What follows belongs to an exercise in optimizing a design on an open flow for small area; a production flow would make more cautious choices.
The RTL was checked by simulation tests, not by an equivalence proof against the original design.
Power is estimated from default activity; no workload was simulated.

Design winograd_tile_buffer, start of the top module:
module winograd_tile_buffer #(
  parameter int unsigned INPUT_TILE_SIZE  = 4,
  parameter int unsigned INPUT_DATA_WIDTH = 8,
  parameter int unsigned CHANNELS         = 3,
  parameter int unsigned IMG_W            = 16,
  parameter int unsigned IMG_H            = 16
) (
  input  logic                                                    clk,
  input  logic                                                    reset,
  input  logic                                                    start,
  input  logic [CHANNELS*INPUT_DATA_WIDTH-1:0]                    s_data,
  input  logic                                                    s_valid,
  output logic                                                    s_ready,
  output logic [INPUT_TILE_SIZE*INPUT_TILE_SIZE*CHANNELS*INPUT_DATA_WIDTH-1:0] inpData,
  output logic                                                    o_valid,
  output logic [$clog2(IMG_H/2)-1:0]                              tile_row,
  output logic [$clog2(IMG_W/2)-1:0]                              tile_col,
  output logic                                                    frame_done,
  output logic                                                    busy
);
  localparam int unsigned TS  = INPUT_TILE_SIZE;
  localparam int unsigned W   = INPUT_DATA_WIDTH;
  localparam int unsigned PW  = CHANNELS * W;
  localparam int unsigned TRW = $clog2(IMG_H / 2);
  localparam int unsigned TCW = $clog2(IMG_W / 2);
  localparam int unsigned DEPTH = (TS - 1) * IMG_W + TS;
  logic            run_q;
  logic            col_par_q;
  logic [TCW-1:0]  col_hi_q;
  logic            row_par_q;
  logic [TRW-1:0]  row_hi_q;
  logic            accept;
  logic            col_zero;
  logic            last_px;
  logic            emit;
  logic [PW-1:0]   sr_q [DEPTH];
  assign s_ready  = run_q;
  ...
Size: roughly 1300 cells after synthesis, roughly 1300 flip-flops, roughly 420 I/O pins, ~38000 um2 of cells after synthesis.
clock: 4.0 ns
lec_check: 0
cap_margin: 5
core_margin: 2
core_utilization: 60
slew_margin: 5
standard.sh (not shown) runs the stock make flow with config.mk's settings and CLKGATE_MAP_FILE= SYNTH_SCRIPT=/design/flow/synth_recipe.tcl, a recipe that flattens the netlist after the stock synthesis.
==> flow/flow/run.sh <==
#!/bin/bash
# Standard layout, with the port buffers made from the smallest buffer cell and a clock tree
# built without dummy balancing loads.
export BUFFER_PORTS_ARGS="-buffer_cell sky130_fd_sc_hd__buf_1"
export CTS_ARGS="-sink_clustering_enable -repair_clock_nets -dont_use_dummy_load -buf_list sky130_fd_sc_hd__clkbuf_8 -sink_clustering_size 20 -sink_clustering_max_diameter 50"
bash standard.sh > standard.log 2>&1
The baseline passed the timing, DRC and antenna checks.
Then changed:
==> flow/flow/run.sh (replaced) <==
#!/bin/bash
# Standard layout, with the port buffers made from the smallest buffer cell and a clock tree
# built without dummy balancing loads.
export BUFFER_PORTS_ARGS="-buffer_cell sky130_fd_sc_hd__buf_1"
export CTS_ARGS="-sink_clustering_enable -repair_clock_nets -dont_use_dummy_load -buf_list sky130_fd_sc_hd__clkbuf_8 -sink_clustering_size 20 -sink_clustering_max_diameter 100"
bash standard.sh > standard.log 2>&1
--- a/flow/config.mk
+++ b/flow/config.mk
@@ -6,6 +6,7 @@
 export NUM_CORES = 4
 export LEC_CHECK = 0
-export CAP_MARGIN = 5
+export CAP_MARGIN = 20
 export CORE_MARGIN = 2
 export CORE_UTILIZATION = 60
-export SLEW_MARGIN = 5
+export GPL_TIMING_DRIVEN = 0
+export SLEW_MARGIN = 20
Result: Sequential cell count does not change; via count is lower by about 1.2%; cell count is about the same; worst setup slack degrades by 1.4 ns; routed wire length is lower by 3.3%.
Then changed:
--- a/flow/config.mk
+++ b/flow/config.mk
@@ -9,4 +9,3 @@
 export CORE_MARGIN = 2
 export CORE_UTILIZATION = 60
-export GPL_TIMING_DRIVEN = 0
 export SLEW_MARGIN = 20
What happened:
- die area is unchanged
- sequential power barely changes
- cell area shrinks by 1.4%
- worst setup slack is better by 1.4 ns
- first-iteration DRC count fell by 1.6%
- clock skew goes down by 0.011 ns
- total power stays flat
Then changed:
==> flow/flow/run.sh (replaced) <==
#!/bin/bash
# Standard layout, with the port buffers made from the smallest buffer cell and a clock tree
# built without dummy balancing loads.
export BUFFER_PORTS_ARGS="-buffer_cell sky130_fd_sc_hd__buf_1"
export CTS_ARGS="-sink_clustering_enable -repair_clock_nets -dont_use_dummy_load -buf_list sky130_fd_sc_hd__clkbuf_8 -sink_clustering_size 18 -sink_clustering_max_diameter 100"
bash standard.sh > standard.log 2>&1
Outcome:
- synthesized area is unchanged
- fmax climbs by 1.7%
- die area does not change
- global-route usage hardly moves
Then changed:
==> flow/flow/run.sh (replaced) <==
#!/bin/bash
# Standard layout, with the port buffers made from the smallest buffer cell and a clock tree
# built without dummy balancing loads.
export BUFFER_PORTS_ARGS="-buffer_cell sky130_fd_sc_hd__buf_1"
export CTS_ARGS="-sink_clustering_enable -repair_clock_nets -dont_use_dummy_load -buf_list sky130_fd_sc_hd__clkbuf_8 -sink_clustering_size 20 -sink_clustering_max_diameter 50"
bash standard.sh > standard.log 2>&1
The changed run produced a clean layout. Clock power is higher by 10%. Synthesized cell count is unchanged. Fmax decreases by 0.70%. Worst hold slack got worse by 0.0085 ns. Final cell count goes up by 0.75%. Cell area rises by 0.66%. Worst setup slack loses 0.016 ns. Power went up by 2.5%. Global-route usage is about the same.


JK:
winograd_tile_buffer, a different RTL version from the one above (not shown whole).
Size: about 1300 cells after synthesis, roughly 1300 flip-flops, roughly 420 I/O pins.
Settings: LEC_CHECK=0, CAP_MARGIN=20, CORE_MARGIN=2, CORE_UTILIZATION=65, SLEW_MARGIN=20; clock period 4.0 ns.
==> flow/flow/run.sh <==
#!/bin/bash
# Standard layout, with the port buffers made from the smallest buffer cell and a clock tree
# built without dummy balancing loads.
export BUFFER_PORTS_ARGS="-buffer_cell sky130_fd_sc_hd__buf_1"
export CTS_ARGS="-sink_clustering_enable -repair_clock_nets -dont_use_dummy_load -buf_list sky130_fd_sc_hd__clkbuf_4 -sink_clustering_size 12 -sink_clustering_max_diameter 35"
bash standard.sh > standard.log 2>&1
JK: flow completed, timing, DRC and antenna clean
Inputs modified between JK and MS:
==> flow/flow/run.sh <==
#!/bin/bash
# Standard layout, with the port buffers made from the smallest buffer cell and a clock tree
# built without dummy balancing loads.
export BUFFER_PORTS_ARGS="-buffer_cell sky130_fd_sc_hd__buf_1"
export CTS_ARGS="-sink_clustering_enable -repair_clock_nets -dont_use_dummy_load -buf_list sky130_fd_sc_hd__clkbuf_8 -sink_clustering_size 16 -sink_clustering_max_diameter 40"
bash standard.sh > standard.log 2>&1
--- a/flow/config.mk
+++ b/flow/config.mk
@@ -9,3 +9,3 @@
 export CORE_MARGIN = 2
-export CORE_UTILIZATION = 65
+export CORE_UTILIZATION = 75
 export SLEW_MARGIN = 20
Number of standard-cell rows in the floorplan: MS < JK. In MS, the post-placement cell area came out 0.38% below the value in JK. [MS] final weighted congestion of routability-driven global placement rose 3.2% relative to JK. Diff JK..MS | average cell area after synthesis | unchanged. MS: it failed with a tool error in clock tree synthesis (4_1_cts), so there are no final results. Number of cells after detailed placement: MS vs JK down 98.
#### Input delta (AL over MS)
==> flow/flow/run.sh <==
#!/bin/bash
# Standard layout, with the port buffers made from the smallest buffer cell and a clock tree
# built without dummy balancing loads.
export BUFFER_PORTS_ARGS="-buffer_cell sky130_fd_sc_hd__buf_1"
export CTS_ARGS="-sink_clustering_enable -repair_clock_nets -dont_use_dummy_load -buf_list sky130_fd_sc_hd__clkbuf_16 -sink_clustering_size 32 -sink_clustering_max_diameter 50"
bash standard.sh > standard.log 2>&1
--- a/flow/config.mk
+++ b/flow/config.mk
@@ -9,3 +9,3 @@
 export CORE_MARGIN = 2
-export CORE_UTILIZATION = 75
+export CORE_UTILIZATION = 65
 export SLEW_MARGIN = 20
==> comparison <==
- AL finished all stages; the layout is clean.
- On number of buffers added for setup after CTS, AL tracks MS almost exactly.
- In AL the placement-stage cell area turned out 150 um2 higher than in MS.
- Between MS and AL, the floorplan die width is higher for AL.
- Of MS and AL, AL shows the lower HPWL after detailed placement, with MS above it.
- Per the comparison of AL with MS, number of instances resized during post-cts repair has remained practically unchanged, overall die height went up by about 7%.


Starting RTL as in the previous note.
==> flow/design.v (excerpt) <==
module winograd_tile_buffer #(
  parameter int unsigned INPUT_TILE_SIZE  = 4,
  parameter int unsigned INPUT_DATA_WIDTH = 8,
  parameter int unsigned CHANNELS         = 3,
  parameter int unsigned IMG_W            = 16,
  parameter int unsigned IMG_H            = 16
) (
  input  logic                                                    clk,
  input  logic                                                    reset,
  input  logic                                                    start,
  input  logic [CHANNELS*INPUT_DATA_WIDTH-1:0]                    s_data,
  input  logic                                                    s_valid,
  output logic                                                    s_ready,
  output logic [INPUT_TILE_SIZE*INPUT_TILE_SIZE*CHANNELS*INPUT_DATA_WIDTH-1:0] inpData,
  output logic                                                    o_valid,
  output logic [$clog2(IMG_H/2)-1:0]                              tile_row,
  output logic [$clog2(IMG_W/2)-1:0]                              tile_col,
  output logic                                                    frame_done,
  output logic                                                    busy
);
export LEC_CHECK = 0
export CAP_MARGIN = 20
export CORE_MARGIN = 2
export CORE_UTILIZATION = 40
export CTS_BUF_LIST = sky130_fd_sc_hd__clkbuf_8
export SLEW_MARGIN = 20
create_clock -name core_clock -period 4.0 [get_ports {clk}]
run.sh (not shown) runs the stock make flow with config.mk's settings and CLKGATE_MAP_FILE= SYNTH_SCRIPT=/design/flow/synth_recipe.tcl, a recipe that flattens the netlist after the stock synthesis.
Stock flow here: none of the scripts above is used.
The starting point passed the timing, DRC and antenna checks.
Edit:
Settings changed: CTS_BUF_LIST sky130_fd_sc_hd__clkbuf_8 to not set.
Result: The new run went through all stages and came out clean; via count shrinks by 2.9%; worst setup slack improves by 0.14 ns; wire length shrinks by about 1.9%; critical path depth is unchanged; register-to-register slack is about the same; die area is unchanged; synthesized area is unchanged; final area grows by about 1%; synthesized cell count does not change.
Edit:
==> flow/flow/run.sh (new file) <==
#!/bin/bash
# Standard layout, with the port buffers made from the smallest buffer cell.
export BUFFER_PORTS_ARGS="-buffer_cell sky130_fd_sc_hd__buf_1"
bash standard.sh > standard.log 2>&1
==> flow/standard.sh (new file) <==
#!/bin/bash
# synth_recipe.tcl (not shown) runs the flow's synth.tcl, then flattens the netlist and writes it again
# the make line also repeats each setting of config.mk as NAME=value (left out here)
make -C /OpenROAD-flow-scripts/flow DESIGN_CONFIG=/design/flow/config.mk WORK_HOME=/design/flow/orfs CLKGATE_MAP_FILE= SYNTH_SCRIPT=/design/flow/synth_recipe.tcl "${@:-finish}"
Settings changed: CORE_UTILIZATION 40 to 60, CTS_BUF_LIST set to sky130_fd_sc_hd__clkbuf_8, CTS_CLUSTER_DIAMETER set to 50, CTS_CLUSTER_SIZE set to 20.
removed: flow/run.sh
Combinational power decreases by 33%.
Non-clock buffer count shrinks by 22.
Worst setup slack is better by 0.34 ns.
Synthesized area does not change.
Synthesized cell count stays the same.
Routed wire length fell by 10%.
Total power goes down by 16%.
Edit:
==> flow/flow/run.sh (replaced) <==
#!/bin/bash
# Standard layout, with the port buffers made from the smallest buffer cell and a clock tree
# built without dummy balancing loads.
export BUFFER_PORTS_ARGS="-buffer_cell sky130_fd_sc_hd__buf_1"
export CTS_ARGS="-sink_clustering_enable -repair_clock_nets -dont_use_dummy_load -buf_list sky130_fd_sc_hd__clkbuf_8 -sink_clustering_size 20 -sink_clustering_max_diameter 50"
bash standard.sh > standard.log 2>&1
Settings changed: CTS_BUF_LIST sky130_fd_sc_hd__clkbuf_8 to not set, CTS_CLUSTER_DIAMETER 50 to not set, CTS_CLUSTER_SIZE 20 to not set.
Effect:
- total power fell by about 7%
- die area does not change
- worst setup slack gets better by 0.042 ns
- synthesized cell count is unchanged
- wire length fell by about 0.5%
- sequential power is about the same


ember:
Starting RTL as in the previous note.
Design winograd_tile_buffer, start of the top module:
module winograd_tile_buffer #(
  parameter int unsigned INPUT_TILE_SIZE  = 4,
  parameter int unsigned INPUT_DATA_WIDTH = 8,
  parameter int unsigned CHANNELS         = 3,
  parameter int unsigned IMG_W            = 16,
  parameter int unsigned IMG_H            = 16
) (
  input  logic                                                    clk,
  input  logic                                                    reset,
  input  logic                                                    start,
  input  logic [CHANNELS*INPUT_DATA_WIDTH-1:0]                    s_data,
  input  logic                                                    s_valid,
  output logic                                                    s_ready,
  output logic [INPUT_TILE_SIZE*INPUT_TILE_SIZE*CHANNELS*INPUT_DATA_WIDTH-1:0] inpData,
  output logic                                                    o_valid,
  output logic [$clog2(IMG_H/2)-1:0]                              tile_row,
  output logic [$clog2(IMG_W/2)-1:0]                              tile_col,
  output logic                                                    frame_done,
  output logic                                                    busy
);
Settings: LEC_CHECK=0, CAP_MARGIN=20, CORE_MARGIN=2, CORE_UTILIZATION=60, CTS_BUF_LIST=sky130_fd_sc_hd__clkbuf_4, SLEW_MARGIN=20; clock period 4.0 ns.
Stock flow here: none of the scripts above is used.
ember finished end to end and its layout was clean on timing, DRC and antenna.
What garnet does differently from ember at the input level:
Settings: setting CTS_CLUSTER_SIZE to 12 for the first time; setting CTS_CLUSTER_DIAMETER to 40 for the first time.
==> flow/flow/run.sh (new file) <==
#!/bin/bash
# Standard layout, with the port buffers made from the smallest buffer cell.
export BUFFER_PORTS_ARGS="-buffer_cell sky130_fd_sc_hd__buf_1"
bash standard.sh > standard.log 2>&1
==> flow/standard.sh (new file) <==
#!/bin/bash
# synth_recipe.tcl (not shown) runs the flow's synth.tcl, then flattens the netlist and writes it again
# the make line also repeats each setting of config.mk as NAME=value (left out here)
make -C /OpenROAD-flow-scripts/flow DESIGN_CONFIG=/design/flow/config.mk WORK_HOME=/design/flow/orfs CLKGATE_MAP_FILE= SYNTH_SCRIPT=/design/flow/synth_recipe.tcl "${@:-finish}"
removed: flow/run.sh
==> comparison <==
garnet completed end to end with timing, DRC and antenna clean.
Diff ember..garnet | setup-violating endpoint count in the final report | unchanged
garnet ends up with higher power share of the sequential group than ember does.
Between garnet and ember, it is garnet whose internal cell power is lower, by 12%.
On overall power of the completed layout: between garnet and ember, it ends up lower for garnet.
In the flow results for garnet and ember, the proportion of layout cells with a drive suffix above 1 is smaller on garnet.
ember -> garnet: standard cell area after detailed placement decreased by a few percent
Cell count of garnet falls short of that of ember by a little under 10%.
Non-clock buffer count: garnet > ember
garnet vs ember: number of global-route vias before repair down by more than 10%
Between ember and garnet, the die span in x figures differ only marginally.
Changes in lagoon relative to garnet:
Settings: clearing CTS_CLUSTER_SIZE, which used to be 12; clearing CTS_CLUSTER_DIAMETER, which used to be 40; swapping 60 for 65 in CORE_UTILIZATION; clearing CTS_BUF_LIST, which used to be sky130_fd_sc_hd__clkbuf_4.
==> flow/flow/run.sh <==
#!/bin/bash
# Standard layout, with the port buffers made from the smallest buffer cell and a clock tree
# built without dummy balancing loads.
export BUFFER_PORTS_ARGS="-buffer_cell sky130_fd_sc_hd__buf_1"
export CTS_ARGS="-sink_clustering_enable -repair_clock_nets -dont_use_dummy_load -buf_list sky130_fd_sc_hd__clkbuf_8 -sink_clustering_size 22 -sink_clustering_max_diameter 45"
bash standard.sh > standard.log 2>&1
### Flow results
lagoon went all the way through synthesis, placement and routing and the layout is clean on timing, DRC and antenna. Clock latency reported for the late side of the worst-skew pair (higher): garnet. Of lagoon and garnet, garnet shows the higher final net count, with lagoon below it. lagoon vs garnet — first-iteration DRC count dropped by a few percent. Against garnet, lagoon comes in 948 lower on via count of the first global-routing pass. In the route summary, lagoon ends up with a via count below that of garnet. Between lagoon and garnet, the final setup TNS figures differ only marginally. Comparing the two runs side by side, lagoon comes out ahead of garnet on area of the die. Against garnet, lagoon reports a area overhead of the layout relative to synthesis that is lower. Compared to garnet, lagoon has met1 routing resource usage after global routing 1.8 points higher. Looking at final non-filler cell total, lagoon sits about 8% lower than garnet does.

[what the ideal ports hide]
Ports are ideal in the flow. The routed layouts listed here were re-timed in OpenROAD.
Step 1 sets driving cells, clkbuf_16 on the clock port and buf_2 on the other inputs (assumed; they add their load-dependent delay and slew).
Step 2, shift: input delay + t, output delay - t, t = (earliest + latest rising clock arrival at the registers) / 2. This alone moves slack from input paths to output paths.
Three values: ideal, step 1, step 2; two values: the first two.
run	t (ns)	slack for setup (ns)	worst setup path at the end	slew at the worst register clock pin (ns)
the first run of note 1	0.728	1.766 / 1.709 / 1.316	input to register	0.11 / 0.11
the second run of note 1	0.712	0.339 / 0.339 / -0.196	input to register	0.12 / 0.12
the third run of note 1	0.714	1.743 / 1.684 / 1.325	input to register	0.12 / 0.12
the fourth run of note 1	0.710	1.782 / 1.725 / 1.344	input to register	0.11 / 0.11
the fifth run of note 1	0.728	1.766 / 1.709 / 1.316	input to register	0.11 / 0.11
JK	1.009	0.834 / 0.779 / 1.267	input to register	0.12 / 0.12
AL	0.666	1.175 / 1.112 / 1.311	input to register	0.09 / 0.09
the first run of note 3	0.859	0.514 / 0.450 / 0.861	input to register	0.06 / 0.06
the second run of note 3	0.732	0.656 / 0.595 / 0.851	input to register	0.07 / 0.07
the third run of note 3	0.752	0.999 / 0.936 / 1.278	input to register	0.11 / 0.11
the fourth run of note 3	0.722	1.041 / 0.978 / 1.251	input to register	0.11 / 0.11
ember	1.058	0.347 / 0.287 / 1.003	input to register	0.07 / 0.07
garnet	0.984	0.772 / 0.709 / 1.276	input to register	0.12 / 0.12
lagoon	0.734	1.110 / 1.048 / 1.323	input to register	0.12 / 0.12
Met with ideal ports but missed after step 2: setup timing in the second run of note 1. The setup slack of the second run of note 1, which loses most, moves by 0.000 ns with the drivers and by -0.535 ns with both steps.
